From an optimization exercise on the open Yosys and OpenROAD flow, aimed at small area, a short achievable clock period and few clock cycles per item; shortcuts taken in it are not production practice. In this exercise RTL edits were held to simulation tests only and were not proved equivalent to the original.

**config.mk**
```make
export PLATFORM = sky130hd
export DESIGN_NAME = sw_top
export DESIGN_NICKNAME = sw_top
export VERILOG_FILES = /design/flow/design.v
export SDC_FILE = /design/flow/constraint.sdc
export NUM_CORES = 4
export LEC_CHECK = 0
export CAP_MARGIN = 20
export CORE_MARGIN = 2
export CORE_UTILIZATION = 40
export SETUP_SLACK_MARGIN = 4.6
export SLEW_MARGIN = 20
export TNS_END_PERCENT = 100
```
**constraint.sdc**
```tcl
create_clock -name core_clock -period 7.5 [get_ports {clk}]
set_input_delay 1.5000 -clock core_clock [delete_from_list [all_inputs] [get_ports {clk}]]
set_output_delay 1.5000 -clock core_clock [all_outputs]
set_load 0.01 [all_outputs]
```
**design.v**
```verilog
package sw_pkg;
    typedef logic [1:0] base_t;
    localparam int RIDX_W = $clog2(16);
    localparam int QIDX_W = $clog2(24);
    localparam int HW = $clog2(2 * 16 + 1);
endpackage
`timescale 1ns/1ps
module sw_sequencer (
    input  logic       clk,
    input  logic       reset,
    input  logic       i_valid,
    output logic       o_start,    
    output logic       o_load,     
    output logic [5:0] o_cnt,      
    output logic       o_busy,     
    output logic       o_last,     
    output logic       o_finish
);
    localparam int LAST = 24 + 16 - 2;
    logic       busy;
    logic [5:0] cnt;
    logic       fin;
    assign o_start = i_valid && !busy;
    assign o_load  = o_start || (busy && cnt < 6'(24 - 1));
    assign o_cnt   = cnt;
    assign o_last  = (cnt == 6'(LAST));
    assign o_busy  = busy;
    assign o_finish = fin;
    always_ff @(posedge clk or posedge reset) begin
        if (reset) begin
            busy <= 1'b0;
            cnt  <= '0;
            fin  <= 1'b0;
        end else begin
            fin <= busy && (cnt == 6'(LAST));
            if (o_start) begin
                busy <= 1'b1;
                cnt  <= '0;
            end else if (busy) begin
                cnt <= cnt + 1'b1;
                if (cnt == 6'(LAST)) begin
                    busy <= 1'b0;
                end
            end
        end
    end
endmodule
`timescale 1ns/1ps
module sw_pe #(
    parameter int J = 1
) (
    input  logic       clk,
    input  logic       i_diag,      
    input  logic       i_first,     
    input  logic       i_cell,      
    input  logic [1:0] i_query,     
    input  logic [1:0] i_ref_pin,   
    input  logic [5:0] i_h_left,    
    input  logic       i_eq_left,   
    input  logic [5:0] i_best,      
    input  logic [5:0] i_best_m2,   
    output logic [1:0] o_cand,      
    output logic [1:0] o_query,
    output logic [5:0] o_h,
    output logic       o_eq
);
    localparam int WH = $clog2(2 * J + 1);       
    localparam int WS = WH + 1;                  
    function automatic logic [1:0] cmp(input logic [WS-1:0] a, input logic [WS-1:0] b);
        logic g;
        logic p;
        g = 1'b0;
        p = 1'b1;
        for (int k = 0; k < WS; k++) begin
            g = (a[k] & ~b[k]) | ((a[k] | ~b[k]) & g);
            p = p & (a[k] | ~b[k]);
        end
        cmp = {g, g | p};
    endfunction
    function automatic logic [WS-1:0] gapv(input logic [WS-1:0] h, input logic e);
        logic c;
        gapv[0] = h[0] ^ e;
        c = h[0] & e;
        for (int k = 1; k < WS; k++) begin
            gapv[k] = ~(h[k] ^ c);
            c = h[k] | c;
        end
    endfunction
    logic [1:0]    ref_q;
    logic [1:0]    query_q;
    logic [WH-1:0] dg_q;
    logic [WH-1:0] h_q;
    logic          eq_i_q;
    logic          eq_d_q;
    logic [1:0]    cand_q;
    logic [1:0]    ref_b;
    logic [WH-1:0] hd;
    logic [WH-1:0] dg_nxt;
    logic [WH-1:0] dg_p2;
    logic [WH-1:0] dg_m1;
    logic [WS-1:0] ival;
    logic [WS-1:0] dval;
    logic [WS-1:0] ival_b;
    logic [WS-1:0] dval_b;
    logic [WS-1:0] dg_b;
    logic [1:0]    c_ig;
    logic [1:0]    c_dg;
    logic [1:0]    c_id;
    logic          eq_i;
    logic          eq_d;
    logic [WS-1:0] h_nxt;
    assign ref_b  = i_first ? i_ref_pin : ref_q;
    assign hd     = (J == 1) ? '0 : WH'(i_h_left);
    assign dg_p2  = hd + 2'd2;
    assign dg_m1  = (hd == '0) ? '0 : hd - 1'b1;
    assign dg_nxt = match ? dg_p2 : dg_m1;
    function automatic logic ge6(input logic [5:0] a, input logic [5:0] b);
        logic r;
        r = 1'b1;
        for (int k = 0; k < 6; k++) begin
            r = (a[k] & ~b[k]) | ((a[k] | ~b[k]) & r);
        end
        ge6 = r;
    endfunction
    logic       match;
    logic       hd_ge;
    logic [3:0] d_oh;
    logic [3:0] g_oh;
    logic [1:0] cand;
    assign match = (i_query == ref_b);
    assign hd_ge = ge6(6'(hd), i_best_m2);           
    assign d_oh  = 4'b0001 << hd[1:0];
    assign g_oh  = 4'b0001 << (i_best[1:0] ^ 2'b10);  
    always_comb begin
        cand = 2'd0;
        if (i_diag && match && hd_ge) begin
            if (|(d_oh & g_oh))                          cand = 2'd1;
            else if (|(d_oh & {g_oh[2:0], g_oh[3]}))     cand = 2'd2;
            else                                         cand = 2'd3;
        end
    end
    always_ff @(posedge clk) begin
        if (i_first) begin
            ref_q <= i_ref_pin;
        end
        query_q <= i_query;
        dg_q    <= dg_nxt;
        cand_q  <= cand;
    end
    assign ival   = gapv((J == 1) ? '0 : WS'(i_h_left), (J == 1) ? 1'b0 : i_eq_left);
    assign dval   = gapv(WS'(h_q), eq_d_q);
    assign ival_b = {~ival[WS-1], ival[WS-2:0]};
    assign dval_b = {~dval[WS-1], dval[WS-2:0]};
    assign dg_b   = {1'b1, dg_q};
    assign c_ig   = cmp(ival_b, dg_b);
    assign c_dg   = cmp(dval_b, dg_b);
    assign c_id   = cmp(ival_b, dval_b);
    assign eq_i   = c_ig[0] && c_id[0];
    assign eq_d   = c_dg[0] && !c_id[1];
    assign h_nxt  = (!c_ig[0] && !c_dg[0]) ? WS'(dg_q) : (eq_i ? ival : dval);
    always_ff @(posedge clk) begin
        h_q    <= i_cell ? WH'(h_nxt) : '0;
        eq_i_q <= eq_i;
        eq_d_q <= eq_d;
    end
    assign o_query = query_q;
    assign o_h     = 6'(h_q);
    assign o_eq    = eq_i_q;
    assign o_cand  = cand_q;
endmodule
`timescale 1ns/1ps
module sw_pe_array (
    input  logic                              clk,
    input  logic                              reset,
    input  logic                              i_start,
    input  logic                              i_load,
    input  logic [1:0]                        i_query_base,
    input  logic [1:0]                        i_ref_base,
    input  logic [5:0]                        i_best,
    input  logic [5:0]                        i_best_m2,
    output logic [16-1:0][1:0]       o_cand
);
    logic [16-1:0]      cell_q;    
    logic [16-1:0][1:0] query_c;
    logic [16-1:0][5:0] h_c;
    logic [16-1:0]      eq_c;
    for (genvar j = 0; j < 16; j++) begin : g_cell
        logic       diag_act;
        logic       first;
        logic [1:0] query;
        logic [5:0] h_left;
        logic       eq_left;
        if (j == 0) begin : g_head
            assign diag_act = i_load;
            assign first    = i_start;
            assign query    = i_query_base;
            assign h_left   = '0;
            assign eq_left  = 1'b0;
        end else begin : g_body
            assign diag_act = cell_q[j-1];
            assign first    = cell_q[j-1] && !cell_q[j];
            assign query    = query_c[j-1];
            assign h_left   = h_c[j-1];
            assign eq_left  = eq_c[j-1];
        end
        always_ff @(posedge clk or posedge reset) begin
            if (reset) begin
                cell_q[j]  <= 1'b0;
            end else begin
                cell_q[j]  <= diag_act;
            end
        end
        sw_pe #(.J(j + 1)) u_pe (
            .clk        (clk),
            .i_diag     (diag_act),
            .i_first    (first),
            .i_cell     (cell_q[j]),
            .i_query    (query),
            .i_ref_pin  (i_ref_base),
            .i_h_left   (h_left),
            .i_eq_left  (eq_left),
            .i_best     (i_best),
            .i_best_m2  (i_best_m2),
            .o_cand     (o_cand[j]),
            .o_query    (query_c[j]),
            .o_h        (h_c[j]),
            .o_eq       (eq_c[j])
        );
    end
endmodule
`timescale 1ns/1ps
module sw_max_tracker (
    input  logic                          clk,
    input  logic                          i_run,     
    input  logic [5:0]                    i_cnt,
    input  logic                          i_last,    
    input  logic [16-1:0][1:0]   i_cand,
    output logic [5:0]                    o_best,    
    output logic [5:0]                    o_best_m2,
    output logic [5:0]                    o_max,
    output logic [4:0]                    o_pos_ref,
    output logic [4:0]                    o_pos_query
);
    localparam int N = 16;
    logic [5:0]   g_q;        
    logic [2:0]   step_q;     
    logic [4:0]   col_q;      
    logic [5:0]   diag_q;     
    logic [5:0]   max_q;      
    logic [4:0]   ref_q;
    logic [4:0]   row_q;
    logic [N-1:0] c2;
    logic [N-1:0] c1;
    logic [N-1:0] c0;
    logic [N-1:0] below;      
    logic [N-1:0] c0b;
    logic         any2;
    logic         any1;
    logic         any0;
    logic [4:0]   enc2;
    logic [4:0]   enc1;
    logic [4:0]   enc0;
    logic [5:0]   cnt2;
    logic [5:0]   g_p1;
    logic [5:0]   g_p2;
    logic         take;
    logic [5:0]   g_nxt;
    logic [4:0]   col_nxt;
    function automatic logic [4:0] lowest(input logic [N-1:0] v);
        lowest = '0;
        for (int k = N - 1; k >= 0; k--) begin
            if (v[k]) begin
                lowest = 5'(k + 1);
            end
        end
    endfunction
    for (genvar k = 0; k < N; k++) begin : g_cls
        logic p2;
        logic p1;
        logic p0;
        assign p2 = i_cand[k] == 2'd3;
        assign p1 = i_cand[k] == 2'd2;
        assign p0 = i_cand[k] == 2'd1;
        assign c2[k] = p2 & step_q[0];
        assign c1[k] = (p2 & step_q[1]) | (p1 & step_q[0]);
        assign c0[k] = (p2 & step_q[2]) | (p1 & step_q[1]) | (p0 & step_q[0]);
        assign below[k] = (5'(k + 1) < col_q);
    end
    assign c0b     = c0 & below;
    assign any2    = |c2;
    assign any1    = |c1;
    assign any0    = |c0b;
    assign enc2    = lowest(c2);
    assign enc1    = lowest(c1);
    assign enc0    = lowest(c0b);
    assign cnt2    = i_cnt + 6'd2;
    assign g_p1    = g_q + 6'd1;
    assign g_p2    = g_q + 6'd2;
    assign take    = any2 || any1 || any0;
    assign g_nxt   = any2 ? g_p2 : (any1 ? g_p1 : g_q);
    assign col_nxt = any2 ? enc2 : (any1 ? enc1 : enc0);
    always_ff @(posedge clk) begin
        if (!i_run || i_last) begin
            g_q    <= '0;
            step_q <= 3'b001;
            col_q  <= 5'd1;
            diag_q <= 6'd2;
        end else begin
            step_q <= any2 ? 3'b100 : (any1 ? 3'b010 : 3'b001);
            if (take) begin
                g_q    <= g_nxt;
                col_q  <= col_nxt;
                diag_q <= cnt2;
            end
        end
        if (i_last) begin
            max_q <= g_nxt;
            ref_q <= take ? col_nxt : col_q;
            row_q <= take ? 5'(24) : diag_q[4:0] - col_q;
        end
    end
    assign o_best      = g_q;
    assign o_best_m2   = (g_q > 6'd2) ? g_q - 6'd2 : 6'd0;
    assign o_max       = max_q;
    assign o_pos_ref   = ref_q;
    assign o_pos_query = row_q;
endmodule
`timescale 1ns/1ps
module sw_top (
    input  logic                                clk,
    input  logic                                reset,
    input  logic                                i_valid,
    input  sw_pkg::base_t                       i_ref_base,
    input  sw_pkg::base_t                       i_query_base,
    output logic                                o_finish,
    output logic [8-1:0]              o_max,
    output logic [sw_pkg::RIDX_W:0]             o_pos_ref,
    output logic [sw_pkg::QIDX_W:0]             o_pos_query
);
    logic                        start;
    logic                        load;
    logic [5:0]                  cnt;
    logic                        last;
    logic                        busy;
    logic [5:0]                  best_m2;
    logic [16-1:0][1:0] cand;
    logic [5:0]                  best_s;
    logic [5:0]                  best_g;
    logic [4:0]                  best_j;
    logic [4:0]                  best_i;
    sw_sequencer u_sequencer (
        .clk      (clk),
        .reset    (reset),
        .i_valid  (i_valid),
        .o_start  (start),
        .o_load   (load),
        .o_cnt    (cnt),
        .o_busy   (busy),
        .o_last   (last),
        .o_finish (o_finish)
    );
    sw_pe_array u_pe_array (
        .clk          (clk),
        .reset        (reset),
        .i_start      (start),
        .i_load       (load),
        .i_query_base (i_query_base),
        .i_ref_base   (i_ref_base),
        .i_best       (best_g),
        .i_best_m2    (best_m2),
        .o_cand       (cand)
    );
    sw_max_tracker u_max_tracker (
        .clk         (clk),
        .i_run       (busy),
        .i_cnt       (cnt),
        .i_last      (last),
        .i_cand      (cand),
        .o_best      (best_g),
        .o_best_m2   (best_m2),
        .o_max       (best_s),
        .o_pos_ref   (best_j),
        .o_pos_query (best_i)
    );
    assign o_max       = 8'(best_s);
    assign o_pos_ref   = best_j;
    assign o_pos_query = {1'b0, best_i};
endmodule
```
**run.sh**
```bash
#!/bin/bash
# synth_recipe.tcl (not shown) runs the flow's synth.tcl, then flattens the netlist and writes it again
# the make line also repeats each setting of config.mk as NAME=value (left out here)
make -C /OpenROAD-flow-scripts/flow DESIGN_CONFIG=/design/flow/config.mk WORK_HOME=/design/flow/orfs CLKGATE_MAP_FILE= SYNTH_SCRIPT=/design/flow/synth_recipe.tcl finish
```
==> results by group, run 1 <==
Outcome
  – Outcome: timing/DRC/antenna clean

Layout
  – # nets final: between 2,000 and 3,000
  – Most frequent cells in the layout: 225 x dfxtp_1, 185 x nand2_1, 178 x nor2_1, 170 x ha_1, 168 x inv_1
  – Layout area overhead: 19.1%
  – Layout cells sized above 1: 0.187
  – Most common cell after layout, fill and taps aside: dfxtp_1

Clock network
  – CTS H-tree depth: 2
  – Num CTS Buffers: 36
  – Clock root buffer: clkbuf_16
  – CTS Hold Bufs: 0
  – CTS tree: done
  – CTS Sinks: 308
  – Bufs on Longest Clock Path: 3
  – Clock latency on the worst-skew pair: roughly 550 ps
  – Clock transition at path regs: around 60 ps

Min path
  – Hold Crit Depth: 0
  – Worst hold path class: register to register

Setup path
  – Worst-path fanout max: 3
  – CP Data Required Time: a little under 8000 ps
  – Setup crit start kind: register
  – Register-to-Register Path Depth: 12
  – WS Path Type: register to register
  – Critical Path AT: between 3000 and 4000 ps
  – Worst setup EP type: register

Logic synthesis
  – Synthesized area: 20,100 sq um
  – Syn_area_per_cell: ~8.8 sq um
  – Number of synthesized register bits: ~310
  – Synth Flop Type: dfxtp_1
  – EDFF count, synth: 16
  – Count of cell types in the netlist: between 80 and 90
  – Ys async rst share: 0.0779
  – Fraction of the yosys area taken by sequential cells: 0.320
  – Synthesized instance count: between 2,000 and 2,500
  – Ys Warns: 19

Timing
  – Setup TNS: 0 ps
  – Final Skew: between 20 and 30 ps
  – Hold Vio Cnt, Final: 0
  – Max Clock Freq: ~340 MHz
  – Tcrit/Tclk final: 0.387
  – Hold slack final: about 370 ps
  – Rel. slew slack: 0.287
  – Setup repair after global routing missed its margin: true
  – Period minus WS final: 2900 ps
  – Endpoints failing setup: 0
  – Worst-Margin Slew: about 1100 ps
  – Slew Viols, Final: 0

Route
  – 1st-iter DRT viols: about 1,100
  – Total Wirelength: about 55,000 microns
  – Vias per inst: between 5 and 6
  – Wire length per cell: around 18 microns
  – Residual DRC: 0
  – DR pass1 iterations: 5
  – Antenna Nets Post-Route: 0
  – Via count: 17,487

Global route
  – Gr usage total: 0.205
  – Vias in the first global route: 16,782
  – First-pass GRT wire length: approximately 88,000 microns
  – Pin count of the biggest net entering global routing: between 40 and 50
  – Initial antenna violation count: 0
  – Gr ovfl total: 0

Floorplanning
  – Row count: 82
  – Top Ports: 27
  – Die area: between 50,000 and 60,000 sq um
  – Core Footprint: 50,000 sq um
  – Die X: approximately 230 microns
  – Die height: 228 microns
  – Initial Util: 0.403

Placed design
  – HPWL after DPL: around 37,000 microns
  – Gpl congestion: ~0.85
  – IO Port Bufs: 23

Run
  – Max-Cap Viols: 0
[worst max-delay path, cell delays in order (launching register included)]
cell     delay, ps
dfxtp_4        360
ha_4           150
inv_2           50
ha_4           190
maj3_2         300
maj3_2         300
maj3_2         290
maj3_2         330
nor3_4         240
buf_6          140
buf_4          100
mux2i_1        220
o22ai_2         90
[cell type report]
cell class / count / area, sq um
fill: 4703 / 26000
multi-input combinational: 1719 / 13600
sequential: 308 / 6560
clock buffer: 52 / 1040
timing repair buffer: 119 / 1010
tap: 672 / 841
inverter: 190 / 747
clock inverter: 14 / 160
antenna: 1 / 2.50
[per-layer routing]
layer | vias up | GRT usage | part of all wire
met3 | 106 | 0.0312 | 0.052
li1 | 8481 | - | -
met4 | 0 | 0.0654 | 0.025
met2 | 492 | 0.341 | 0.47
met5 | - | 0 | 0
met1 | 8408 | 0.272 | 0.46
[state kept, by name, indices dropped and copies added (netlist names)]
name,count
u_max_tracker.col_q,5
u_max_tracker.diag_q,5
u_max_tracker.g_q,6
u_max_tracker.max_q,6
u_max_tracker.ref_q,5
u_max_tracker.row_q,5
u_max_tracker.step_q,3
u_pe_array.cell_q,16
u_pe_array.g_cell.u_pe.cand_q,32
u_pe_array.g_cell.u_pe.dg_q,63
u_pe_array.g_cell.u_pe.eq_d_q,15
u_pe_array.g_cell.u_pe.eq_i_q,13
u_pe_array.g_cell.u_pe.h_q,64
u_pe_array.g_cell.u_pe.query_q,30
u_pe_array.g_cell.u_pe.ref_q,32
u_sequencer.busy,1
u_sequencer.cnt,6
u_sequencer.fin,1
[per-stage QoR]
step / std cells / util / area [sq um] / setup WS [ps]
after global routing: 3074 / 0.480 / 24000 / 4500
after CTS: 3040 / 0.462 / 23100 / 4600
after global placement: 2924 / 0.424 / 21200 / 3400
after floorplan: 2284 / - / 20300 / 4580
final: 3075 / 0.480 / 24000 / 4600
after detailed placement: 2924 / 0.424 / 21200 / 3300
[synthesized netlist by cell type (18+ instances only)]
cell,instances,share of area
maj3_1,73,0.036
a22oi_1,44,0.016
clkbuf_1,58,0.011
inv_1,189,0.035
o21ai_0,105,0.026
o31ai_1,18,0.0067
xnor2_1,20,0.0087
a31oi_1,27,0.0084
xor2_1,36,0.016
a21oi_1,112,0.028
nand4_1,26,0.0081
mux2_2,54,0.030
a221oi_1,20,0.0087
or2_2,18,0.0056
nand3_1,20,0.0050
mux2i_1,81,0.040
dfxtp_1,268,0.27
ha_1,209,0.13
nor2b_1,74,0.023
a211oi_1,19,0.0071
nand2b_1,38,0.012
o22ai_1,60,0.019
nor2_1,185,0.034
nand2_1,190,0.035
dfrtp_1,24,0.030
[final timing paths]
path	start	to	slack, ps
setup / recovery	u_pe_array.g_cell[10].u_pe.h_q[0]$_SDFF_PN0_	u_pe_array.g_cell[11].u_pe.h_q[2]$_SDFF_PN0_	4600
hold / removal	u_pe_array.g_cell[13].u_pe.query_q[0]$_DFF_P_	u_pe_array.g_cell[14].u_pe.query_q[0]$_DFF_P_	370
setup reg to reg	u_pe_array.g_cell[10].u_pe.h_q[0]$_SDFF_PN0_	u_pe_array.g_cell[11].u_pe.h_q[2]$_SDFF_PN0_	4600
hold reg to reg	u_pe_array.g_cell[13].u_pe.query_q[0]$_DFF_P_	u_pe_array.g_cell[14].u_pe.query_q[0]$_DFF_P_	370
max in group asynchronous	reset	u_pe_array.cell_q[5]$_DFF_PP0_	5760
min in group asynchronous	reset	u_pe_array.cell_q[11]$_DFF_PP0_	1370
[kinds of logic after synthesis]
kind of cell             count (synthesis)  share of synthesized area
adder cells (fa/ha/maj)                283                      0.167
other                                    1                   0.000186
AND/OR/NAND/NOR                        649                      0.159
multiplexers                           145                     0.0816
XOR/XNOR                                56                     0.0244
AO/OA/AOI/OAI                          581                      0.198
buffers and inverters                  259                     0.0500
flip-flops                             308                      0.320
[what timing repair did]
item,CTS,global route
pin swaps,22,41
resized for setup,119,150
setup buffers,49,32
cloned,1,2
setup endpoints to repair,185,97
Testbench counts, summed over its fixed seeds: cycles 12,800, runs 320.
==> run 2, diff against run 1 <==
--- a/design.v
+++ b/design.v
@@ -17,5 +17,5 @@
     output logic       o_finish
 );
-    localparam int LAST = 24 + 16 - 2;
+    localparam int LAST = 24 + 16 - 3;
     logic       busy;
     logic [5:0] cnt;
@@ -61,4 +61,5 @@
     input  logic [5:0] i_best_m2,   
     output logic [1:0] o_cand,      
+    output logic       o_row1,      
     output logic [1:0] o_query,
     output logic [5:0] o_h,
@@ -124,9 +125,14 @@
     endfunction
     logic       match;
+    logic       match_q;        
+    logic       cand_ok;
+    logic       row1_q;
     logic       hd_ge;
     logic [3:0] d_oh;
     logic [3:0] g_oh;
     logic [1:0] cand;
-    assign match = (i_query == ref_b);
+    assign match   = (i_query == ref_b);
+    assign match_q = (i_query == ref_q);
+    assign cand_ok = (J == 16) ? (!i_first && match_q) : match;
     assign hd_ge = ge6(6'(hd), i_best_m2);           
     assign d_oh  = 4'b0001 << hd[1:0];
@@ -134,5 +140,5 @@
     always_comb begin
         cand = 2'd0;
-        if (i_diag && match && hd_ge) begin
+        if (i_diag && cand_ok && hd_ge) begin
             if (|(d_oh & g_oh))                          cand = 2'd1;
             else if (|(d_oh & {g_oh[2:0], g_oh[3]}))     cand = 2'd2;
@@ -147,4 +153,5 @@
         dg_q    <= dg_nxt;
         cand_q  <= cand;
+        row1_q  <= i_diag && i_first && match;
     end
     assign ival   = gapv((J == 1) ? '0 : WS'(i_h_left), (J == 1) ? 1'b0 : i_eq_left);
@@ -167,5 +174,6 @@
     assign o_h     = 6'(h_q);
     assign o_eq    = eq_i_q;
-    assign o_cand  = cand_q;
+    assign o_cand  = (J == 16) ? cand : cand_q;
+    assign o_row1  = row1_q;
 endmodule
 `timescale 1ns/1ps
@@ -179,6 +187,9 @@
     input  logic [5:0]                        i_best,
     input  logic [5:0]                        i_best_m2,
-    output logic [16-1:0][1:0]       o_cand
+    output logic [16-1:0][1:0]       o_cand,
+    output logic                              o_row1      
 );
+    logic [16-1:0]      row1_c;
+    assign o_row1 = row1_c[16-1];
     logic [16-1:0]      cell_q;    
     logic [16-1:0][1:0] query_c;
@@ -223,4 +234,5 @@
             .i_best_m2  (i_best_m2),
             .o_cand     (o_cand[j]),
+            .o_row1     (row1_c[j]),
             .o_query    (query_c[j]),
             .o_h        (h_c[j]),
@@ -236,4 +248,5 @@
     input  logic                          i_last,    
     input  logic [16-1:0][1:0]   i_cand,
+    input  logic                          i_row1,    
     output logic [5:0]                    o_best,    
     output logic [5:0]                    o_best_m2,
@@ -262,4 +275,5 @@
     logic [4:0]   enc0;
     logic [5:0]   cnt2;
+    logic [5:0]   cnt3;
     logic [5:0]   g_p1;
     logic [5:0]   g_p2;
@@ -275,5 +289,5 @@
         end
     endfunction
-    for (genvar k = 0; k < N; k++) begin : g_cls
+    for (genvar k = 0; k < N - 1; k++) begin : g_cls
         logic p2;
         logic p1;
@@ -287,4 +301,12 @@
         assign below[k] = (5'(k + 1) < col_q);
     end
+    logic x2;
+    logic x1;
+    assign x2         = i_row1 && (g_q == 6'd0);
+    assign x1         = i_row1 && (g_q == 6'd1);
+    assign c2[N-1]    = (i_cand[N-1] == 2'd3) || x2;
+    assign c1[N-1]    = (i_cand[N-1] == 2'd2) || x1;
+    assign c0[N-1]    = 1'b0;
+    assign below[N-1] = 1'b0;
     assign c0b     = c0 & below;
     assign any2    = |c2;
@@ -295,4 +317,5 @@
     assign enc0    = lowest(c0b);
     assign cnt2    = i_cnt + 6'd2;
+    assign cnt3    = i_cnt + 6'd3;
     assign g_p1    = g_q + 6'd1;
     assign g_p2    = g_q + 6'd2;
@@ -311,5 +334,9 @@
                 g_q    <= g_nxt;
                 col_q  <= col_nxt;
-                diag_q <= cnt2;
+                if (col_nxt == 5'(N)) begin
+                    diag_q <= (any2 ? x2 : x1) ? 6'(N + 1) : cnt3;
+                end else begin
+                    diag_q <= cnt2;
+                end
             end
         end
@@ -345,4 +372,5 @@
     logic [5:0]                  best_m2;
     logic [16-1:0][1:0] cand;
+    logic                        row1;
     logic [5:0]                  best_s;
     logic [5:0]                  best_g;
@@ -369,5 +397,6 @@
         .i_best       (best_g),
         .i_best_m2    (best_m2),
-        .o_cand       (cand)
+        .o_cand       (cand),
+        .o_row1       (row1)
     );
     sw_max_tracker u_max_tracker (
@@ -377,4 +406,5 @@
         .i_last      (last),
         .i_cand      (cand),
+        .i_row1      (row1),
         .o_best      (best_g),
         .o_best_m2   (best_m2),
--- a/config.mk
+++ b/config.mk
@@ -9,5 +9,5 @@
 export CORE_MARGIN = 2
 export CORE_UTILIZATION = 40
-export SETUP_SLACK_MARGIN = 4.6
+export SETUP_SLACK_MARGIN = 4.5
 export SLEW_MARGIN = 20
 export TNS_END_PERCENT = 100
==> results by group, run 2 <==
Floorplanning
  – Row count: between 80 and 90
  – Top Ports: 27
  – Core Footprint: ~50,000 sq um
  – Die X: approximately 230 microns
  – Die height: about 230 microns
  – Initial Util: 0.404
  – Die area: 52,300 sq um

Clock network
  – CTS H-tree depth: 2
  – Clock transition at path regs: approximately 60 ps
  – Bufs on Longest Clock Path: 3
  – Num CTS Buffers: 37
  – Clock latency on the worst-skew pair: about 560 ps
  – Clock root buffer: clkbuf_16
  – CTS Sinks: 307
  – CTS tree: done

Layout
  – Multi-input logic area: 13,700 sq um
  – Most frequent cells in the layout: 237 x dfxtp_1, 183 x ha_1, 178 x nand2_1, 174 x inv_1, 166 x nor2_1
  – # diodes: 0
  – Register with the most flip-flops: u_pe_array.g_cell.u_pe.h_q
  – Largest regs: u_pe_array.g_cell.u_pe.h_q x64, u_pe_array.g_cell.u_pe.dg_q x63, u_pe_array.g_cell.u_pe.ref_q x32
  – Max FFs per register: 64
  – Layout area overhead: 19.0%
  – Layout cells sized above 1: 0.175
  – FF/Latch Area: 6520 sq um
  – Fillers: between 4,000 and 5,000
  – Finished Layout Cells: approximately 3,000
  – # nets final: roughly 2,600
  – Most common cell after layout, fill and taps aside: dfxtp_1

Logic synthesis
  – Post-Synth Adder-Cell Area: 0.164
  – Synth Flop Type: dfxtp_1
  – Multiplexer area fraction after synthesis: 0.0843
  – Synthesized area: between 20,000 and 25,000 sq um
  – Ys async rst share: 0.0782
  – Synth area leaders: dfxtp_1 26%, ha_1 13%, mux2i_1 4.0%
  – Compound-Gate Fraction of Synth Area: 0.205
  – EDFF count, synth: 16
  – Count leader, synth: dfxtp_1
  – Simple-Gate Fraction of Synth Area: 0.152
  – Fraction of the yosys area taken by sequential cells: 0.318
  – Area leader, netlist: dfxtp_1
  – Number of synthesized register bits: a little over 300
  – Syn_area_per_cell: between 8 and 9 sq um
  – Synthesized instance count: between 2,000 and 2,500
  – Synth Area in XOR/XNOR: 0.0243
  – Synth top area share: 0.265
  – Synth top cells by count: 267 x dfxtp_1, 211 x ha_1, 189 x inv_1
  – Count of cell types in the netlist: 90
  – Ys Warns: 19
  – Combinational family with the most area after synthesis: compound AO/OA/AOI/OAI gates

Route
  – Via count: approximately 18,000
  – Wire length per cell: 18.0 microns
  – Total Wirelength: 55,400 microns
  – 1st-iter DRT viols: 1,351
  – Antenna Nets Post-Route: 0
  – Residual DRC: 0
  – DR pass1 iterations: 6
  – Vias per inst: between 5 and 6

Timing
  – Final Skew: between 15 and 20 ps
  – Max Clock Freq: 290 MHz
  – Slew Viols, Final: 0
  – Worst-Margin Slew: between 1000 and 1500 ps
  – Endpoints failing setup: 0
  – Setup repair after global routing missed its margin: true
  – Rel. slew slack: 0.256
  – Setup TNS: 0 ps
  – Period minus WS final: between 3000 and 4000 ps
  – Hold Vio Cnt, Final: 0
  – Tcrit/Tclk final: 0.460

Setup path
  – Setup crit start kind: register
  – Critical Path AT: slightly below 4000 ps
  – Worst path max stage delay: around 540 ps
  – WS Path Type: register to register
  – CP dominant cell by count: buf_6
  – Worst-path fanout max: 5
  – Critical path's slowest cell: or4b_4
  – Worst path cell trace: inv_4, ha_4, buf_12, mux4_2, or4_4, or4b_4, a211oi_4, buf_4, buf_6, buf_6, nand4_1, a221oi_2, a31o_2
  – Worst setup EP type: register
  – CP Data Required Time: 8010 ps

Placed design
  – HPWL after DPL: around 38,000 microns
  – Gpl congestion: 0.870
  – IO Port Bufs: 23
  – DP Cell Count: between 2,000 and 3,000

Global route
  – Initial antenna violation count: 0
  – Gr usage total: 0.205
  – Pin count of the biggest net entering global routing: around 40
  – First-pass GRT wire length: 88,400 microns
  – Gr ovfl total: 0
  – Vias in the first global route: about 17,000

Outcome
  – Outcome: timing/DRC/antenna clean

Min path
  – Worst hold path class: register to register

Run
  – Max-Cap Viols: 0
run 2: cell types whose count changed after synthesis, sizes merged, moves of 8 or more:
| cell | change |
|---|---|
| maj3 | -8 |
| o22ai | -9 |
| buf | +9 |
| a221oi | +12 |
| nand3 | +19 |
| o2bb2ai | +9 |
| o21ai | +16 |
| nor2 | -9 |
| a31oi | -8 |
run 2: timing repair:
| item | in CTS | in global routing |
|---|---|---|
| pin swaps | 39 | 31 |
| hold buffers | 0 | 0 |
| endpoints found under the setup margin | 185 | 126 |
| gates resized for setup | 145 | 111 |
| buffers inserted | 54 | 29 |
| cloned | 5 | 2 |
run 2: cells by family (layout without fill, tap and decap cells):
kind of cell / count (synthesis) / count (layout)
compound gates: 606 / 610
fa+ha+maj: 277 / 277
xor+xnor: 56 / 56
buf+inv: 266 / 370
mux: 148 / 148
other cells: 1 / 3
flops: 307 / 307
simple gates: 629 / 631
run 2: area by class of cell:
class	instances	share of cell area
multi-input cells	1725	0.570
flip-flops and latches	307	0.271
clock buffers	56	0.0467
repair buffers	113	0.0411
well taps	672	0.0350
inverters	189	0.0304
clock inverters	12	0.00500
run 2: path summary, 6_finish.rpt:
kind / from / end / slack (ps) / cells after the start
setup / recovery: u_max_tracker.g_q[0]$_SDFFE_PP0N_ / u_max_tracker.diag_q[3]$_SDFFE_PP0N_ / 4050 / 13
hold / removal: u_pe_array.g_cell[11].u_pe.query_q[0]$_DFF_P_ / u_pe_array.g_cell[12].u_pe.query_q[0]$_DFF_P_ / 360 / 0
setup reg to reg: u_max_tracker.g_q[0]$_SDFFE_PP0N_ / u_max_tracker.diag_q[3]$_SDFFE_PP0N_ / 4050 / 13
hold reg to reg: u_pe_array.g_cell[11].u_pe.query_q[0]$_DFF_P_ / u_pe_array.g_cell[12].u_pe.query_q[0]$_DFF_P_ / 360 / 0
max in group asynchronous: reset / u_sequencer.cnt[3]$_DFFE_PP0P_ / 5780 / 3
min in group asynchronous: reset / u_pe_array.cell_q[10]$_DFF_PP0_ / 1360 / 3
run 2: through the flow:
stage                util  setup slack, ps  instance area, sq um  hold slack, ps
floorplan               -             3950                 20300             349
global placement    0.422             3170                 21100             356
detailed placement  0.422             3090                 21100             358
CTS                 0.467             4110                 23300             358
global route        0.481             3990                 24000             364
finish              0.481             4050                 24000             361
run 2: routing by layer:
metal	routed length, microns	vias to the layer above	track usage
li1	-	8535	-
met1	25600	8453	0.275
met2	25000	518	0.330
met3	3060	117	0.0329
met4	1680	0	0.0817
met5	0	-	0
run 2: worst max-delay path, delay by kind of cell, from the launching register on:
kind	cells	cell delay [ps]
AOI/OAI and AO/OA	3	740
adders and majority gates	1	160
buffers and inverters	5	560
DFF	1	370
muxes	1	460
and+or+nand+nor	3	1100
Testbench counts of run 2, summed over its fixed seeds: cycles 12,480, runs 320.
==> run 3, diff against run 2 <==
--- a/design.v
+++ b/design.v
@@ -140,5 +140,7 @@
     always_comb begin
         cand = 2'd0;
-        if (i_diag && cand_ok && hd_ge) begin
+        if (J == 1 && i_first) begin
+            cand = match ? 2'd3 : 2'd0;
+        end else if (i_diag && cand_ok && hd_ge) begin
             if (|(d_oh & g_oh))                          cand = 2'd1;
             else if (|(d_oh & {g_oh[2:0], g_oh[3]}))     cand = 2'd2;
@@ -244,5 +246,5 @@
 module sw_max_tracker (
     input  logic                          clk,
-    input  logic                          i_run,     
+    input  logic                          i_clear,   
     input  logic [5:0]                    i_cnt,
     input  logic                          i_last,    
@@ -260,7 +262,5 @@
     logic [4:0]   col_q;      
     logic [5:0]   diag_q;     
-    logic [5:0]   max_q;      
-    logic [4:0]   ref_q;
-    logic [4:0]   row_q;
+    logic [4:0]   row_q;      
     logic [N-1:0] c2;
     logic [N-1:0] c1;
@@ -324,5 +324,5 @@
     assign col_nxt = any2 ? enc2 : (any1 ? enc1 : enc0);
     always_ff @(posedge clk) begin
-        if (!i_run || i_last) begin
+        if (i_clear) begin
             g_q    <= '0;
             step_q <= 3'b001;
@@ -341,14 +341,14 @@
             end
         end
-        if (i_last) begin
-            max_q <= g_nxt;
-            ref_q <= take ? col_nxt : col_q;
-            row_q <= take ? 5'(24) : diag_q[4:0] - col_q;
+        if (i_last && take) begin
+            row_q <= 5'(24);
+        end else begin
+            row_q <= diag_q[4:0] - col_q;
         end
     end
     assign o_best      = g_q;
     assign o_best_m2   = (g_q > 6'd2) ? g_q - 6'd2 : 6'd0;
-    assign o_max       = max_q;
-    assign o_pos_ref   = ref_q;
+    assign o_max       = g_q;
+    assign o_pos_ref   = col_q;
     assign o_pos_query = row_q;
 endmodule
@@ -402,5 +402,5 @@
     sw_max_tracker u_max_tracker (
         .clk         (clk),
-        .i_run       (busy),
+        .i_clear     (start),
         .i_cnt       (cnt),
         .i_last      (last),
==> results by group, run 3 <==
Layout
  – Finished Layout Cells: between 2,000 and 3,000
  – # nets final: approximately 2,500
  – Layout area overhead: 20.7%
  – Final instance area: ~24,000 sq um
  – Register with the most flip-flops: u_pe_array.g_cell.u_pe.h_q
  – Largest regs: u_pe_array.g_cell.u_pe.h_q x64, u_pe_array.g_cell.u_pe.dg_q x63, u_pe_array.g_cell.u_pe.ref_q x32
  – # diodes: 0
  – Core Util, Final: 0.486
  – Fillers: roughly 4,400
  – Multi-input logic area: approximately 14,000 sq um
  – FF/Latch Area: 6160 sq um
  – Most common cell after layout, fill and taps aside: dfxtp_1
  – Layout cells sized above 1: 0.198
  – Most frequent cells in the layout: 233 x dfxtp_1, 188 x ha_1, 167 x inv_1, 162 x nor2_1, 161 x nand2_1
  – Max FFs per register: 64

Logic synthesis
  – Syn_area_per_cell: 8.86 sq um
  – Synth area leaders: dfxtp_1 28%, ha_1 13%, maj3_1 4.4%
  – Synthesized area: ~20,000 sq um
  – Count of cell types in the netlist: between 90 and 100
  – EDFF count, synth: 0
  – Ys async rst share: 0.0811
  – Compound-Gate Fraction of Synth Area: 0.195
  – Number of synthesized register bits: between 200 and 300
  – Synthesized instance count: ~2,200
  – Synth top area share: 0.278
  – Fraction of the yosys area taken by sequential cells: 0.309
  – Combinational family with the most area after synthesis: compound AO/OA/AOI/OAI gates
  – Synth Area in XOR/XNOR: 0.0255
  – Synth top cells by count: 272 x dfxtp_1, 211 x ha_1, 187 x nor2_1
  – Count leader, synth: dfxtp_1
  – Post-Synth Adder-Cell Area: 0.180
  – Simple-Gate Fraction of Synth Area: 0.150
  – Synth Flop Type: dfxtp_1
  – Area leader, netlist: dfxtp_1
  – Ys Warns: 19
  – Multiplexer area fraction after synthesis: 0.0895

Route
  – Vias per inst: roughly 5.6
  – Residual DRC: 0
  – DR pass1 iterations: 6
  – Antenna Nets Post-Route: 0
  – 1st-iter DRT viols: around 1,200
  – Wire length per cell: 17.3 microns
  – Via count: 16,618
  – Total Wirelength: 51,200 microns

Clock network
  – Num CTS Buffers: 35
  – Clock transition at path regs: 60 ps
  – Clock latency on the worst-skew pair: 520 ps
  – Clock root buffer: clkbuf_16
  – CTS tree: done
  – Bufs on Longest Clock Path: 3
  – CTS H-tree depth: 2
  – CTS Sinks: around 300

Global route
  – Initial antenna violation count: 0
  – Gr ovfl total: 0
  – Gr usage total: 0.196
  – Pin count of the biggest net entering global routing: 39
  – Vias in the first global route: approximately 16,000
  – First-pass GRT wire length: 81,900 microns

Timing
  – Setup TNS: 0 ps
  – Hold slack final: between 300 and 400 ps
  – Hold Vio Cnt, Final: 0
  – Endpoints failing setup: 0
  – Worst-Margin Slew: between 800 and 900 ps
  – Setup repair after global routing missed its margin: true
  – Max Clock Freq: between 300 and 400 MHz
  – Period minus WS final: just under 3000 ps
  – Tcrit/Tclk final: 0.397
  – Slew Viols, Final: 0
  – Final Skew: roughly 23 ps
  – Rel. slew slack: 0.416

Floorplanning
  – Die X: 225 microns
  – Die height: ~230 microns
  – Die area: roughly 50,000 sq um
  – Row count: 81
  – Top Ports: 27
  – Initial Util: 0.402
  – Core Footprint: 48,600 sq um

Min path
  – Hold endpoint: u_pe_array.g_cell[7].u_pe.query_q[0]$_DFF_P_
  – Worst hold path class: register to register
  – Hold Crit Depth: 0
  – Worst min-delay path startpoint: u_pe_array.g_cell[6].u_pe.query_q[0]$_DFF_P_

Setup path
  – Critical Path AT: around 3400 ps
  – RR Startpoint: u_max_tracker.g_q[0]$_SDFFE_PP0P_
  – WS Path Type: register to register
  – R2r setup slk: between 4000 and 5000 ps
  – Setup crit start kind: register
  – Register-to-Register Path Depth: 14
  – CP Data Required Time: a little under 8000 ps
  – FF-to-FF End: u_max_tracker.diag_q[0]$_SDFFE_PP0P_
  – Worst setup EP type: register
  – Worst-path fanout max: 5

Placed design
  – HPWL after DPL: approximately 36,000 microns
  – Placed Area: 20,500 sq um
  – Gpl congestion: ~0.9
  – IO Port Bufs: 23
  – DP Cell Count: ~2,800

Run
  – Max-Cap Viols: 0

Outcome
  – Outcome: timing/DRC/antenna clean
-- run 3: cell count changes after synthesis, moves of 11 or more --
cell / change
edfxtp_1: -16
maj3_1: +21
nand2_1: -18
nand3_1: -20
nor2_1: +11
nor2b_1: +12
-- run 3: cells by family after synthesis --
| logic type | Yosys count |
|---|---|
| multiplexers | 152 |
| adder cells (fa/ha/maj) | 299 |
| AND/OR/NAND/NOR | 601 |
| buffers and inverters | 252 |
| flip-flops | 296 |
| XOR/XNOR | 57 |
| other | 1 |
| AO/OA/AOI/OAI | 551 |
-- run 3: worst max-delay path by stage --
stage,depth (start not counted),end,startpoint
3_5_place_dp,12,u_max_tracker.diag_q[4]$_SDFFE_PP0P_,u_max_tracker.g_q[0]$_SDFFE_PP0P_
3_3_place_gp,12,u_max_tracker.diag_q[4]$_SDFFE_PP0P_,u_max_tracker.g_q[0]$_SDFFE_PP0P_
4_1_cts,12,u_pe_array.g_cell[6].u_pe.h_q[1]$_SDFF_PN0_,u_pe_array.g_cell[5].u_pe.h_q[0]$_SDFF_PN0_
5_1_grt,14,u_max_tracker.diag_q[0]$_SDFFE_PP0P_,u_max_tracker.g_q[0]$_SDFFE_PP0P_
2_1_floorplan,12,u_max_tracker.diag_q[0]$_SDFFE_PP0P_,u_max_tracker.g_q[0]$_SDFFE_PP0P_
6_report,14,u_max_tracker.diag_q[0]$_SDFFE_PP0P_,u_max_tracker.g_q[0]$_SDFFE_PP0P_
-- run 3: critical path, stage by stage, from the launching register on --
cell	delay [ps]
dfxtp_4	390
inv_6	50
ha_4	160
buf_12	120
nand2b_4	160
buf_12	140
a211o_1	270
and4_4	190
o211ai_4	150
nand4_4	130
or3_4	430
nor3_4	250
buf_6	150
mux2i_2	200
nor2_1	60
-- run 3: layout make-up --
type / instances / area share
well taps: 622 / 0.0329
multi-input cells: 1663 / 0.577
flip-flops and latches: 296 / 0.261
clock inverters: 14 / 0.00768
inverters: 185 / 0.0305
clock buffers: 48 / 0.0435
repair buffers: 126 / 0.0478
-- run 3: metrics by stage --
step / setup slack, ps
floorplan: 4500
global placement: 3660
detailed placement: 3480
CTS: 4500
global route: 4380
finish: 4520
-- run 3: repair_timing --
item | in CTS | in global routing
gates resized for setup | 138 | 158
hold buffers | 0 | 0
setup endpoints to repair | 124 | 112
cloned | 1 | 0
setup buffers | 36 | 52
pin swaps | 21 | 40
-- run 3: routing by layer --
layer / GRT usage / vias to the layer above / part of all wire
met1: 0.258 / 7996 / 0.46
met2: 0.328 / 363 / 0.47
met4: 0.0664 / 0 / 0.031
li1: - / 8177 / -
met5: 0 / - / 0
met3: 0.0283 / 82 / 0.039
Testbench counts of run 3, summed over its fixed seeds: cycles 12,480, runs 320.
==> run 4, diff against run 3 <==
--- a/config.mk
+++ b/config.mk
@@ -8,5 +8,6 @@
 export CAP_MARGIN = 20
 export CORE_MARGIN = 2
-export CORE_UTILIZATION = 40
+export CORE_UTILIZATION = 60
+export PLACE_DENSITY = 0.7
 export SETUP_SLACK_MARGIN = 4.5
 export SLEW_MARGIN = 20
==> results by group, run 4 <==
Outcome
  – Outcome: timing/DRC/antenna clean

Placed design
  – DP Cell Count: ~2,600
  – HPWL after DPL: about 35,000 microns
  – Gpl congestion: between 0.9 and 1
  – DP Worst Slack: about 3200 ps
  – Placed Area: 20,200 sq um
  – IO Port Bufs: 23

Floorplanning
  – Core Footprint: 32,400 sq um
  – Top Ports: 27
  – Die height: 185 microns
  – Row count: 66
  – Die X: between 150 and 200 microns
  – Die area: about 34,000 sq um
  – Initial Util: 0.605

Setup path
  – Register-to-Register Path Depth: 15
  – Worst setup EP type: register
  – Worst path cell trace: inv_4, ha_4, buf_12, nand2b_4, buf_12, a21oi_4, o21ai_2, o211ai_4, nand4_4, or3_4, nor3_4, buf_6, buf_16, nand3_2, o41ai_2
  – CP Data Required Time: around 7900 ps
  – Worst-path fanout max: 5
  – Levels on crit path: 15
  – Setup crit start kind: register
  – WS Path Type: register to register
  – Worst path max stage delay: between 400 and 500 ps
  – RR Startpoint: u_max_tracker.g_q[0]$_SDFFE_PP0P_
  – FF-to-FF End: u_max_tracker.diag_q[3]$_SDFFE_PP0P_
  – End of the critical path: u_max_tracker.diag_q[3]$_SDFFE_PP0P_
  – WP buf/inv: 5
  – Setup crit start: u_max_tracker.g_q[0]$_SDFFE_PP0P_
  – Kind of cell adding the most delay to the critical path: simple AND/OR/NAND/NOR gates
  – CP dominant cell by count: buf_12
  – Critical path's slowest cell: or3_4
  – Critical Path AT: about 3600 ps
  – R2r setup slk: between 4000 and 5000 ps

Logic synthesis
  – Synthesized instance count: around 2,200
  – Synth top cells by count: 272 x dfxtp_1, 211 x ha_1, 187 x nor2_1
  – Synth area leaders: dfxtp_1 28%, ha_1 13%, maj3_1 4.4%
  – Count of cell types in the netlist: just under 100
  – Ys Warns: 19
  – Fraction of the yosys area taken by sequential cells: 0.309
  – Synth Flop Type: dfxtp_1
  – Area leader, netlist: dfxtp_1
  – Count leader, synth: dfxtp_1
  – Ys async rst share: 0.0811
  – Synth top area share: 0.278
  – Number of synthesized register bits: between 200 and 300
  – Syn_area_per_cell: between 8 and 9 sq um
  – Synthesized area: 19,600 sq um
  – EDFF count, synth: 0

Timing
  – PnR worst setup slack: roughly 4300 ps
  – Slew Viols, Final: 0
  – Endpoints failing setup: 0
  – Setup TNS: 0 ps
  – Rel. slew slack: 0.264
  – Tcrit/Tclk final: 0.423
  – Worst-Margin Slew: 1100 ps
  – Period minus WS final: 3170 ps
  – Final Skew: between 15 and 20 ps
  – Hold slack final: approximately 370 ps
  – Hold Vio Cnt, Final: 0
  – Setup repair after global routing missed its margin: true
  – Max Clock Freq: roughly 320 MHz

Layout
  – # nets final: 2,517
  – Final instance area: 23,200 sq um
  – Most common cell after layout, fill and taps aside: dfxtp_1
  – FF/Latch Area: 6150 sq um
  – Most frequent cells in the layout: 233 x dfxtp_1, 185 x ha_1, 169 x nor2_1, 164 x inv_1, 159 x nand2_1
  – Layout area overhead: 18.6%
  – Register with the most flip-flops: u_pe_array.g_cell.u_pe.h_q
  – Core Util, Final: 0.717
  – Fillers: between 2,000 and 2,500
  – Largest regs: u_pe_array.g_cell.u_pe.h_q x64, u_pe_array.g_cell.u_pe.dg_q x63, u_pe_array.g_cell.u_pe.ref_q x32
  – Max FFs per register: 64
  – Finished Layout Cells: 2,767
  – Multi-input logic area: 13,500 sq um
  – Layout cells sized above 1: 0.195

Clock network
  – CTS H-tree depth: 2
  – CTS Hold Bufs: 0
  – Clock root buffer: clkbuf_16
  – Clock latency on the worst-skew pair: approximately 510 ps
  – Bufs on Longest Clock Path: 3
  – Num CTS Buffers: 34
  – CTS Sinks: a little under 300
  – CTS tree: done
  – Clock transition at path regs: ~60 ps

Global route
  – Pin count of the biggest net entering global routing: 39
  – Initial antenna violation count: 0
  – Vias in the first global route: around 16,000
  – Gr ovfl total: 0
  – First-pass GRT wire length: 81,900 microns
  – Gr usage total: 0.293

Route
  – 1st-iter DRT viols: 1,285
  – Via count: roughly 17,000
  – Residual DRC: 0
  – Antenna Nets Post-Route: 0
  – Wire length per cell: around 19 microns
  – DR pass1 iterations: 6
  – Total Wirelength: between 50,000 and 60,000 microns
  – Vias per inst: approximately 6.2

Run
  – Max-Cap Viols: 0

Min path
  – Worst hold path class: register to register
-- run 4: cell counts after synthesis --
Identical to the previous run, type by type.
-- run 4: repair_timing --
item                                    4_1_cts  5_1_grt
resized for setup                           139      141
pin swaps                                    25       55
setup buffers                                43       38
endpoints found under the hold margin         0        0
cloned                                        1        2
endpoints found under the setup margin      179       85
-- run 4: area by class of cell --
class	instances	area share
clock buffer	52	0.0457
multi-input combinational	1663	0.581
sequential	296	0.265
tap	442	0.0238
clock inverter	10	0.00663
timing repair buffer	118	0.0469
antenna	1	0.000108
inverter	185	0.0308
-- run 4: layer usage --
layer / GRT usage / share of wire / routed length, microns
met3: 0.0373 / 0.061 / 3240
met5: 0 / 0 / 0
met1: 0.391 / 0.44 / 23200
met2: 0.495 / 0.47 / 25000
met4: 0.0911 / 0.031 / 1630
-- run 4: worst min path at each step --
stage / cells after the start / from / slack (ps) / to
2_1_floorplan: 0 / u_pe_array.g_cell[9].u_pe.query_q[0]$_DFF_P_ / 350 / u_pe_array.g_cell[10].u_pe.query_q[0]$_DFF_P_
3_3_place_gp: 0 / u_pe_array.g_cell[0].u_pe.query_q[1]$_DFF_P_ / 360 / u_pe_array.g_cell[1].u_pe.query_q[1]$_DFF_P_
3_5_place_dp: 0 / u_pe_array.g_cell[4].u_pe.query_q[1]$_DFF_P_ / 350 / u_pe_array.g_cell[5].u_pe.query_q[1]$_DFF_P_
4_1_cts: 0 / u_pe_array.g_cell[10].u_pe.query_q[1]$_DFF_P_ / 360 / u_pe_array.g_cell[11].u_pe.query_q[1]$_DFF_P_
5_1_grt: 0 / u_pe_array.g_cell[10].u_pe.query_q[0]$_DFF_P_ / 380 / u_pe_array.g_cell[11].u_pe.query_q[0]$_DFF_P_
6_report: 0 / u_pe_array.g_cell[10].u_pe.query_q[1]$_DFF_P_ / 370 / u_pe_array.g_cell[11].u_pe.query_q[1]$_DFF_P_
-- run 4: kinds of logic (layout without fill, tap and decap cells) --
family,Yosys count,after routing,share of synthesized area
and+or+nand+nor,601,601,0.150
xor gates and xnor gates,57,57,0.0255
other,1,4,0.000192
muxes,152,152,0.0895
buffers and inverters,252,365,0.0509
DFF,296,296,0.309
adders and majority gates,299,299,0.180
AOI/OAI and AO/OA,551,551,0.195
==> run 5, diff against run 4 <==
--- a/config.mk
+++ b/config.mk
@@ -8,7 +8,6 @@
 export CAP_MARGIN = 20
 export CORE_MARGIN = 2
-export CORE_UTILIZATION = 60
-export PLACE_DENSITY = 0.7
+export CORE_UTILIZATION = 40
 export SETUP_SLACK_MARGIN = 4.5
 export SLEW_MARGIN = 20
-export TNS_END_PERCENT = 100
+export TNS_END_PERCENT = 10
==> results by group, run 5 <==
Setup path
  – CP Data Required Time: 6000 ps
  – Critical Path AT: around 1700 ps
  – Worst path max stage delay: about 610 ps
  – Setup crit start: u_max_tracker.col_q[1]$_SDFFE_PP0P_
  – Worst setup EP type: output pin
  – Kind of cell adding the most delay to the critical path: buffers and inverters
  – WP buf/inv: 1
  – Critical path's slowest cell: clkdlybuf4s50_1
  – R2r setup slk: approximately 4400 ps
  – Worst-path fanout max: 14
  – Setup crit start kind: register
  – WS Path Type: register to output pin
  – Worst path cell trace: clkdlybuf4s50_1
  – RR Startpoint: u_pe_array.g_cell[13].u_pe.h_q[0]$_SDFF_PN0_

Route
  – Antenna Nets Post-Route: 0
  – Total Wirelength: a little over 50,000 microns
  – DR pass1 iterations: 5
  – Wire length per cell: 17.7 microns
  – Via count: 16,574
  – Residual DRC: 0
  – 1st-iter DRT viols: 1,088
  – Vias per inst: 5.68

Logic synthesis
  – EDFF count, synth: 0
  – Synthesized area: between 15,000 and 20,000 sq um
  – Count of cell types in the netlist: just under 100
  – Synth top cells by count: 272 x dfxtp_1, 211 x ha_1, 187 x nor2_1
  – Synth top area share: 0.278
  – Synth Flop Type: dfxtp_1
  – Ys Warns: 19
  – Syn_area_per_cell: 8.86 sq um
  – Area leader, netlist: dfxtp_1
  – Synthesized instance count: 2,209
  – Fraction of the yosys area taken by sequential cells: 0.309
  – Count leader, synth: dfxtp_1
  – Number of synthesized register bits: 296
  – Ys async rst share: 0.0811
  – Synth area leaders: dfxtp_1 28%, ha_1 13%, maj3_1 4.4%

Timing
  – Hold Vio Cnt, Final: 0
  – Setup repair after global routing missed its margin: true
  – Rel. slew slack: 0.354
  – Max Clock Freq: roughly 320 MHz
  – Period minus WS final: between 3000 and 4000 ps
  – Slew Viols, Final: 0
  – Setup TNS: 0 ps
  – Final Skew: ~19 ps
  – Tcrit/Tclk final: 0.421
  – Endpoints failing setup: 0
  – Worst-Margin Slew: 970 ps

Global route
  – First-pass GRT wire length: between 80,000 and 90,000 microns
  – Gr usage total: 0.199
  – Initial antenna violation count: 0
  – Pin count of the biggest net entering global routing: 39
  – Gr ovfl total: 0
  – Vias in the first global route: about 16,000

Run
  – Max-Cap Viols: 0

Floorplanning
  – Die height: ~230 microns
  – Top Ports: 27
  – Initial Util: 0.402
  – Row count: 81
  – Die area: 50,700 sq um
  – Core Footprint: 48,600 sq um
  – Die X: around 230 microns

Layout
  – Most common cell after layout, fill and taps aside: dfxtp_1
  – Largest regs: u_pe_array.g_cell.u_pe.h_q x64, u_pe_array.g_cell.u_pe.dg_q x63, u_pe_array.g_cell.u_pe.ref_q x32
  – # nets final: between 2,000 and 2,500
  – Max FFs per register: 64
  – Finished Layout Cells: about 2,900
  – Register with the most flip-flops: u_pe_array.g_cell.u_pe.h_q
  – Layout area overhead: 15.7%
  – Layout cells sized above 1: 0.153
  – # diodes: 0
  – Most frequent cells in the layout: 240 x dfxtp_1, 198 x ha_1, 173 x nor2_1, 170 x inv_1, 164 x nand2_1

Clock network
  – CTS H-tree depth: 2
  – Clock root buffer: clkbuf_16
  – Bufs on Longest Clock Path: 3
  – Num CTS Buffers: 34
  – CTS tree: done
  – CTS Sinks: slightly below 300
  – Clock transition at path regs: around 60 ps
  – Clock latency on the worst-skew pair: about 520 ps

Placed design
  – Gpl congestion: approximately 0.89
  – HPWL after DPL: 35,900 microns
  – DP Cell Count: approximately 2,800
  – IO Port Bufs: 23

Outcome
  – Outcome: timing/DRC/antenna clean

Min path
  – Worst hold path class: register to register
  – Worst min-delay path startpoint: u_pe_array.g_cell[2].u_pe.query_q[1]$_DFF_P_
run 5: cell counts after synthesis:
Identical to the previous run, type by type.
run 5: timing repair:
action	CTS	global route
setup buffers	29	27
setup endpoints to repair	125	151
cloned	2	0
pin swaps	16	24
hold buffers	0	0
resized for setup	53	100
run 5: path summary, 6_finish.rpt:
kind,end,cells after the start
setup / recovery,o_pos_ref[1],1
max in group asynchronous,u_sequencer.cnt[1]$_DFFE_PP0P_,3
hold reg to reg,u_pe_array.g_cell[3].u_pe.query_q[1]$_DFF_P_,0
setup reg to reg,u_pe_array.g_cell[14].u_pe.h_q[3]$_SDFF_PN0_,11
min in group asynchronous,u_pe_array.cell_q[8]$_DFF_PP0_,3
hold / removal,u_pe_array.g_cell[3].u_pe.query_q[1]$_DFF_P_,0
run 5: final cells by class:
cell class,count,area (sq um)
Multi-Input combinational cell,1663,13100
Clock buffer,54,1040
Timing Repair Buffer,92,852
Clock inverter,7,63.8
Sequential cell,296,6130
Tap cell,622,778
Inverter,185,713
Fill cell,4588,26000
run 5: cell families after synthesis:
family	after synthesis	synth area share
AOI/OAI and AO/OA	551	0.195
xor gates and xnor gates	57	0.0255
adders and majority gates	299	0.180
buffers and inverters	252	0.0509
DFF	296	0.309
muxes	152	0.0895
other	1	0.000192
and+or+nand+nor	601	0.150
run 5: per-layer routing:
layer	vias to the layer above	track usage	part of all wire	wire [microns]
li1	8121	-	-	-
met2	433	0.342	0.48	24600
met5	-	0	0	0
met3	72	0.0236	0.046	2390
met4	0	0.0573	0.024	1240
met1	7948	0.261	0.45	23500
run 5: per-stage QoR:
stage / setup WS [ps] / cell area, sq um / util / hold slack [ps]
6_report: 4340 / 22600 / 0.465 / 368
5_1_grt: 4270 / 22600 / 0.465 / 382
4_1_cts: 4280 / 22100 / 0.454 / 369
3_5_place_dp: 3700 / 20500 / 0.421 / 357
3_3_place_gp: 3870 / 20500 / 0.421 / 359
2_1_floorplan: 4470 / 19700 / - / 349
==> run 6, diff against run 5 <==
--- a/config.mk
+++ b/config.mk
@@ -9,5 +9,7 @@
 export CORE_MARGIN = 2
 export CORE_UTILIZATION = 40
+export CTS_CLUSTER_DIAMETER = 80
+export CTS_CLUSTER_SIZE = 60
 export SETUP_SLACK_MARGIN = 4.5
 export SLEW_MARGIN = 20
-export TNS_END_PERCENT = 10
+export TNS_END_PERCENT = 100
==> results by group, run 6 <==
Outcome
  – Outcome: timing/DRC/antenna clean

Setup path
  – Worst path max stage delay: 490 ps
  – Critical path's slowest cell: dfxtp_2
  – Register-to-Register Path Depth: 12
  – Critical Path AT: 1480 ps
  – End of the critical path: o_max[3]
  – Setup crit start kind: register
  – CP Data Required Time: 6000 ps
  – FF-to-FF End: u_pe_array.g_cell[8].u_pe.h_q[0]$_SDFF_PN0_
  – Setup crit start: u_max_tracker.g_q[3]$_SDFFE_PP0P_
  – Kind of cell adding the most delay to the critical path: flip-flops
  – RR Startpoint: u_pe_array.g_cell[7].u_pe.h_q[0]$_SDFF_PN0_
  – Worst setup EP type: output pin
  – R2r setup slk: 4550 ps
  – WP buf/inv: 1
  – Worst-path fanout max: 10
  – WS Path Type: register to output pin
  – Levels on crit path: 1
  – Worst path cell trace: clkdlybuf4s15_1

Global route
  – Initial antenna violation count: 0
  – Vias in the first global route: 15,819
  – Gr ovfl total: 0
  – First-pass GRT wire length: 81,000 microns
  – Gr usage total: 0.193
  – Met1 Use GR: 0.258
  – Routing usage on met3: 0.0205
  – Busiest grt layer: met2
  – Pin count of the biggest net entering global routing: 39
  – Met2 GRT Util: 0.328

Route
  – Vias per inst: ~5.7
  – DR pass1 iterations: 5
  – Antenna Nets Post-Route: 0
  – Via count: approximately 17,000
  – Wire length per cell: approximately 17 microns
  – Residual DRC: 0
  – 1st-iter DRT viols: 1,288
  – Total Wirelength: between 50,000 and 60,000 microns

Clock network
  – Num CTS Buffers: 18
  – Clock root buffer: clkbuf_16
  – CTS H-tree depth: 1
  – CTS Sinks: around 300
  – Bufs on Longest Clock Path: 3
  – CTS tree: done
  – Clock transition at path regs: 110 ps
  – Clock latency on the worst-skew pair: ~550 ps

Layout
  – Most frequent cells in the layout: 230 x dfxtp_1, 184 x ha_1, 166 x inv_1, 164 x nor2_1, 162 x nand2_1
  – Register with the most flip-flops: u_pe_array.g_cell.u_pe.h_q
  – Fillers: 4,478
  – Layout area overhead: 18.2%
  – # nets final: 2,521
  – Final instance area: about 23,000 sq um
  – Layout cells sized above 1: 0.197
  – Largest regs: u_pe_array.g_cell.u_pe.h_q x64, u_pe_array.g_cell.u_pe.dg_q x63, u_pe_array.g_cell.u_pe.ref_q x32
  – FF/Latch Area: 6180 sq um
  – Multi-input logic area: 13,600 sq um
  – # diodes: 0
  – Max FFs per register: 64
  – Most common cell after layout, fill and taps aside: dfxtp_1

Placed design
  – Placed Area: 20,500 sq um
  – Gpl congestion: roughly 0.89
  – IO Port Bufs: 23
  – HPWL after DPL: about 36,000 microns

Floorplanning
  – Initial Util: 0.402
  – Die X: around 230 microns
  – Row count: 81
  – Die height: between 200 and 250 microns
  – Core Footprint: between 40,000 and 50,000 sq um
  – Die area: around 51,000 sq um
  – Top Ports: 27

Logic synthesis
  – Count leader, synth: dfxtp_1
  – EDFF count, synth: 0
  – Ys Warns: 19
  – Synth top cells by count: 272 x dfxtp_1, 211 x ha_1, 187 x nor2_1
  – Ys async rst share: 0.0811
  – Area leader, netlist: dfxtp_1
  – Synthesized instance count: between 2,000 and 2,500
  – Number of synthesized register bits: between 200 and 300
  – Synth top area share: 0.278
  – Count of cell types in the netlist: about 100
  – Syn_area_per_cell: slightly below 9 sq um
  – Synthesized area: 19,600 sq um
  – Synth Flop Type: dfxtp_1
  – Fraction of the yosys area taken by sequential cells: 0.309
  – Synth area leaders: dfxtp_1 28%, ha_1 13%, maj3_1 4.4%

Timing
  – Slew Viols, Final: 0
  – Endpoints failing setup: 0
  – Tcrit/Tclk final: 0.397
  – Hold Vio Cnt, Final: 0
  – Period minus WS final: 2980 ps
  – Setup TNS: 0 ps
  – Worst-Margin Slew: 856 ps
  – Setup repair after global routing missed its margin: true
  – Rel. slew slack: 0.429
  – Max Clock Freq: 335 MHz
  – Final Skew: around 34 ps

Run
  – Max-Cap Viols: 0

Min path
  – Worst hold path class: register to register
-- run 6: layout make-up --
type,instances,area share
flip-flops and latches,296,0.267
well taps,622,0.0336
repair buffers,138,0.0519
inverters,185,0.0316
clock buffers,18,0.0195
clock inverters,14,0.00860
multi-input cells,1663,0.588
-- run 6: metrics by stage --
step	utilization	hold WS, ps	setup slack, ps	cells
after floorplan	-	349	4500	2211
after global placement	0.421	362	3660	2803
after detailed placement	0.421	357	3480	2803
after CTS	0.452	371	4410	2886
after global routing	0.476	387	4430	2936
final	0.476	377	4520	2936
-- run 6: cell families (layout without fill, tap and decap cells) --
| group | Yosys count | after routing | synth area share |
|---|---|---|---|
| and+or+nand+nor | 601 | 601 | 0.150 |
| AOI/OAI and AO/OA | 551 | 551 | 0.195 |
| adders and majority gates | 299 | 299 | 0.180 |
| DFF | 296 | 296 | 0.309 |
| buffers and inverters | 252 | 355 | 0.0509 |
| muxes | 152 | 152 | 0.0895 |
| xor gates and xnor gates | 57 | 57 | 0.0255 |
| other | 1 | 3 | 0.000192 |
-- run 6: timing repair --
action	4_1_cts	5_1_grt
buffers inserted	51	49
endpoints found under the setup margin	118	105
gates resized for setup	139	149
cloned	0	1
pin swaps	17	36
hold buffers	0	0
endpoints found under the hold margin	0	0
-- run 6: worst min-delay path by stage --
stage,from,cells past startpoint,slack [ps],endpoint
6_report,u_pe_array.g_cell[3].u_pe.query_q[0]$_DFF_P_,0,380,u_pe_array.g_cell[4].u_pe.query_q[0]$_DFF_P_
3_5_place_dp,u_pe_array.g_cell[3].u_pe.query_q[1]$_DFF_P_,0,360,u_pe_array.g_cell[4].u_pe.query_q[1]$_DFF_P_
5_1_grt,u_pe_array.g_cell[6].u_pe.query_q[0]$_DFF_P_,0,390,u_pe_array.g_cell[7].u_pe.query_q[0]$_DFF_P_
2_1_floorplan,u_pe_array.g_cell[9].u_pe.query_q[0]$_DFF_P_,0,350,u_pe_array.g_cell[10].u_pe.query_q[0]$_DFF_P_
3_3_place_gp,u_pe_array.g_cell[10].u_pe.query_q[1]$_DFF_P_,0,360,u_pe_array.g_cell[11].u_pe.query_q[1]$_DFF_P_
4_1_cts,u_pe_array.g_cell[10].u_pe.query_q[1]$_DFF_P_,0,370,u_pe_array.g_cell[11].u_pe.query_q[1]$_DFF_P_
-- run 6: worst register-to-register path: cells and delay by family, from the launching register on --
kind | cells | cell delay, ps
buffers and inverters | 2 | 220
adders and majority gates | 6 | 1580
AOI/OAI and AO/OA | 3 | 610
DFF | 1 | 380
and+or+nand+nor | 1 | 40
-- run 6: layer usage --
layer / routed length (microns) / part of all wire
met5: 0 / 0
met3: 1970 / 0.039
met2: 24200 / 0.47
met1: 23600 / 0.46
met4: 1410 / 0.028

static timing again, ports no longer ideal:
In the flow no input, the clock included, has a driving cell. The finished layouts below were timed again as built, in two steps. Step 1: set_driving_cell puts a clkbuf_16 on clk and a buf_2 on each other input, an assumption about the parent block. Step 2 moves the port delays by t, midway between the first and last clock arrival at a register: inputs arrive t later, outputs are due t later. That takes back most of the time a late clock gives input paths. a / b / c = ideal / step 1 / step 2; a / b = the first two.
run	shift t [ns]	setup slack, ns	worst setup path at the end	latest minus earliest clock arrival (ns)	worst slew at a driven data input, ns
run 1	0.593	4.597 / 4.597 / 4.188	input to register	0.029 / 0.028	0.03
run 2	0.610	4.050 / 4.050 / 4.043	input to register	0.019 / 0.018	0.05
run 3	0.569	4.522 / 4.522 / 4.008	input to register	0.024 / 0.024	0.03
run 4	0.552	4.328 / 4.328 / 4.055	input to register	0.017 / 0.017	0.03
run 5	0.572	4.343 / 4.287 / 3.828	input to register	0.019 / 0.019	0.03
run 6	0.590	4.519 / 4.467 / 3.989	input to register	0.038 / 0.038	0.03
After both steps every run listed still meets setup and hold. The setup slack of run 6, which loses most, moves by -0.052 ns with the drivers and by -0.530 ns with both steps.
